Background: an optimization exercise with open tools, aiming at small area, a short achievable clock period and few clock cycles per item. Do not read the settings as production practice.
Only simulation tests tie the RTL to the original design; equivalence was not proved.
Power figures rest on the tool's default switching activity, not on a simulated workload.

v6:
## sht_top
module sht_top (
    input  logic        clk,
    input  logic        rst_n,
    input  logic        req_valid,
    output logic        req_ready,
    input  logic [2:0]  req_opcode,
    input  logic        req_delete_after,
    input  logic [31:0] req_lookup_value,
    input  logic [47:0] req_address,
    input  logic [31:0] req_new_segment_id,
    input  logic [31:0] req_new_size,
    input  logic [7:0]  req_entry_select,
    output logic        rsp_valid,
    input  logic        rsp_ready,
    output logic [1:0]  rsp_status,
    output logic [3:0]  rsp_hit_index,
    output logic        rsp_hit_in_use,
    output logic [31:0] rsp_hit_key,
    output logic [31:0] rsp_hit_segment_id,
    output logic [47:0] rsp_hit_address,
    output logic [31:0] rsp_hit_size,
    output logic [4:0]  rsp_used_count
);
    segment_handle_table_core #(
        .N (DEF_ENTRIES)
    ) u_core (
        .clk                (clk),
        .rst_n              (rst_n),
        .req_valid          (req_valid),
        .req_ready          (req_ready),
        .req_opcode         (req_opcode),
  ...
Size in the first run: ~2800 flip-flops, roughly 320 I/O pins, roughly 120000 um2 of cells after synthesis.
==> flow/config.mk <==
export PLATFORM = sky130hd
export DESIGN_NAME = sht_top
export DESIGN_NICKNAME = sht_top
export VERILOG_FILES = /design/flow/design.v
export SDC_FILE = /design/flow/constraint.sdc
export NUM_CORES = 4
export LEC_CHECK = 0
export CAP_MARGIN = 20
export CORE_MARGIN = 2
export CORE_UTILIZATION = 50
export CTS_CLUSTER_DIAMETER = 100
export CTS_CLUSTER_SIZE = 20
export SETUP_SLACK_MARGIN = 4.7
export SLEW_MARGIN = 20
==> flow/constraint.sdc <==
create_clock -name core_clock -period 8.0 [get_ports {clk}]
set_input_delay 1.6000 -clock core_clock [delete_from_list [all_inputs] [get_ports {clk}]]
set_output_delay 1.6000 -clock core_clock [all_outputs]
set_load 0.01 [all_outputs]
run.sh (not shown) runs the stock make flow with config.mk's settings and CLKGATE_MAP_FILE= SYNTH_SCRIPT=/design/flow/synth_recipe.tcl, a recipe that flattens the netlist after the stock synthesis.
Testbench counts of v6, summed over its fixed seeds: cycles 3,224, items 3,200.
Modified inputs, v7 compared to v6
-- flow/config.mk --
<<< v6, line 12
export CTS_CLUSTER_SIZE = 20
export SETUP_SLACK_MARGIN = 4.7
export SLEW_MARGIN = 20
>>> v7, line 12
export CTS_CLUSTER_SIZE = 20
export SETUP_SLACK_MARGIN = 4.85
export SLEW_MARGIN = 20
==> results.txt <==
The power per cell area was comparable across v7 and v6. v7 vs. v6: count of plain and timing-repair buffers in the layout has increased, first-iteration DRC count decreased about 1.2%, share of power burned in combinational logic picked up an extra 0.4 points. v7: leakage power higher than v6. The final layout from v7, which completed every stage, passed the timing, design-rule and antenna checks at the end of the flow. v7 against v6; cell area is up slightly. v7: area growth from synthesis to final layout higher than v6. Worst setup slack: v6 vs v7, no meaningful difference. For multi-input combinational cell count, v7 and v6 come out practically identical. Between v7 and v6, the difference in wire length per cell after detailed routing is negligible.

---

Setup of the reference run:
sht_top, a different RTL version from the one above (not shown whole).
Size: about 2800 flip-flops, ~320 I/O pins.
clock: 8.0 ns
lec_check: 0
cap_margin: 20
core_margin: 2
core_utilization: 50
cts_cluster_diameter: 100
cts_cluster_size: 20
setup_slack_margin: 4.7
slew_margin: 20
The reference run | status: complete | timing, DRC, antenna: pass
Testbench counts of the reference run, summed over its fixed seeds: cycles 3,224, items 3,200.
[inputs] the trial run vs the reference run
- PLACE_DENSITY: unset -> 0.72
- CAP_MARGIN: 20 -> 30
- CTS_CLUSTER_SIZE: 20 -> 25
[summary]
The trial run closes out successfully: all stages finished, all timing, DRC and antenna checks passed.
On CTS clock-pin slew for the worst setup and hold paths, the reference run and the trial run are neck and neck.
Diff the trial run..the reference run | die height | unchanged
Any difference in combinational power between the reference run and the trial run is small enough to ignore.

---

== old ==
Another version of the RTL of sht_top (not shown whole).
For scale: ~8200 cells after synthesis, ~2900 flip-flops, ~320 I/O pins.
// sht_top
module sht_top (
    input  logic        clk,
    input  logic        rst_n,
    input  logic        req_valid,
    output logic        req_ready,
    input  logic [2:0]  req_opcode,
    input  logic        req_delete_after,
    input  logic [31:0] req_lookup_value,
    input  logic [47:0] req_address,
    input  logic [31:0] req_new_segment_id,
    input  logic [31:0] req_new_size,
    input  logic [7:0]  req_entry_select,
    output logic        rsp_valid,
    input  logic        rsp_ready,
    output logic [1:0]  rsp_status,
    output logic [3:0]  rsp_hit_index,
    output logic        rsp_hit_in_use,
    output logic [31:0] rsp_hit_key,
    output logic [31:0] rsp_hit_segment_id,
    output logic [47:0] rsp_hit_address,
    output logic [31:0] rsp_hit_size,
    output logic [4:0]  rsp_used_count
);
clock: 8.0 ns
lec_check: 0
cap_margin: 20
core_margin: 2
core_utilization: 50
cts_cluster_diameter: 100
cts_cluster_size: 20
setup_slack_margin: 4.7
slew_margin: 20
Testbench counts of old, summed over its fixed seeds: cycles 3,224, items 3,200.
For new, these inputs were changed with respect to old:
- swapping 20 for 30 in CAP_MARGIN
- swapping 20 for 25 in CTS_CLUSTER_SIZE
- putting PLACE_DENSITY at 0.72 where nothing was set
==> results.txt <==
In new relative to old, via count normalized by instance count had gone up by a few percent. Final design area excluding fillers (lower): old. Per the comparison of new with old, fmax -0.83%, total wire length after detailed routing +about 5.3%, global-route usage over all layers +2.5 points.

-- afterwards: timing with drivers on the ports --
The flow's constraints put no driver on any port. The routed layouts listed below were extracted and timed again, unchanged, in two steps. Step 1 (the two cells are an assumption about what drives the block):
set clk [get_ports {clk}]
set_driving_cell -lib_cell sky130_fd_sc_hd__clkbuf_16 $clk
set_driving_cell -lib_cell sky130_fd_sc_hd__buf_2 [delete_from_list [all_inputs] $clk]
Step 2 times the ports against the registers' clock, not the clock port: input delays grow and output delays shrink by t, the midpoint of the rising clock arrivals with the driver on. Slacks: ideal / step 1 / step 2; pairs: ideal / step 1.
run | t (ns) | setup WS [ns] | worst register clock-pin slew, ns
v6 | 0.984 | 4.352 / 4.309 / 3.581 | 0.10 / 0.10
v7 | 0.975 | 4.352 / 4.309 / 3.754 | 0.10 / 0.10
the reference run | 0.994 | 4.278 / 4.237 / 3.540 | 0.11 / 0.11
the trial run | 0.967 | 4.285 / 4.250 / 3.560 | 0.12 / 0.12
old | 0.993 | 4.407 / 4.407 / 3.535 | 0.11 / 0.11
new | 0.982 | 4.377 / 4.450 / 3.468 | 0.11 / 0.11
After both steps every run listed still meets setup and hold. The setup slack of new, which loses most, moves by +0.073 ns with the drivers and by -0.909 ns with both steps.
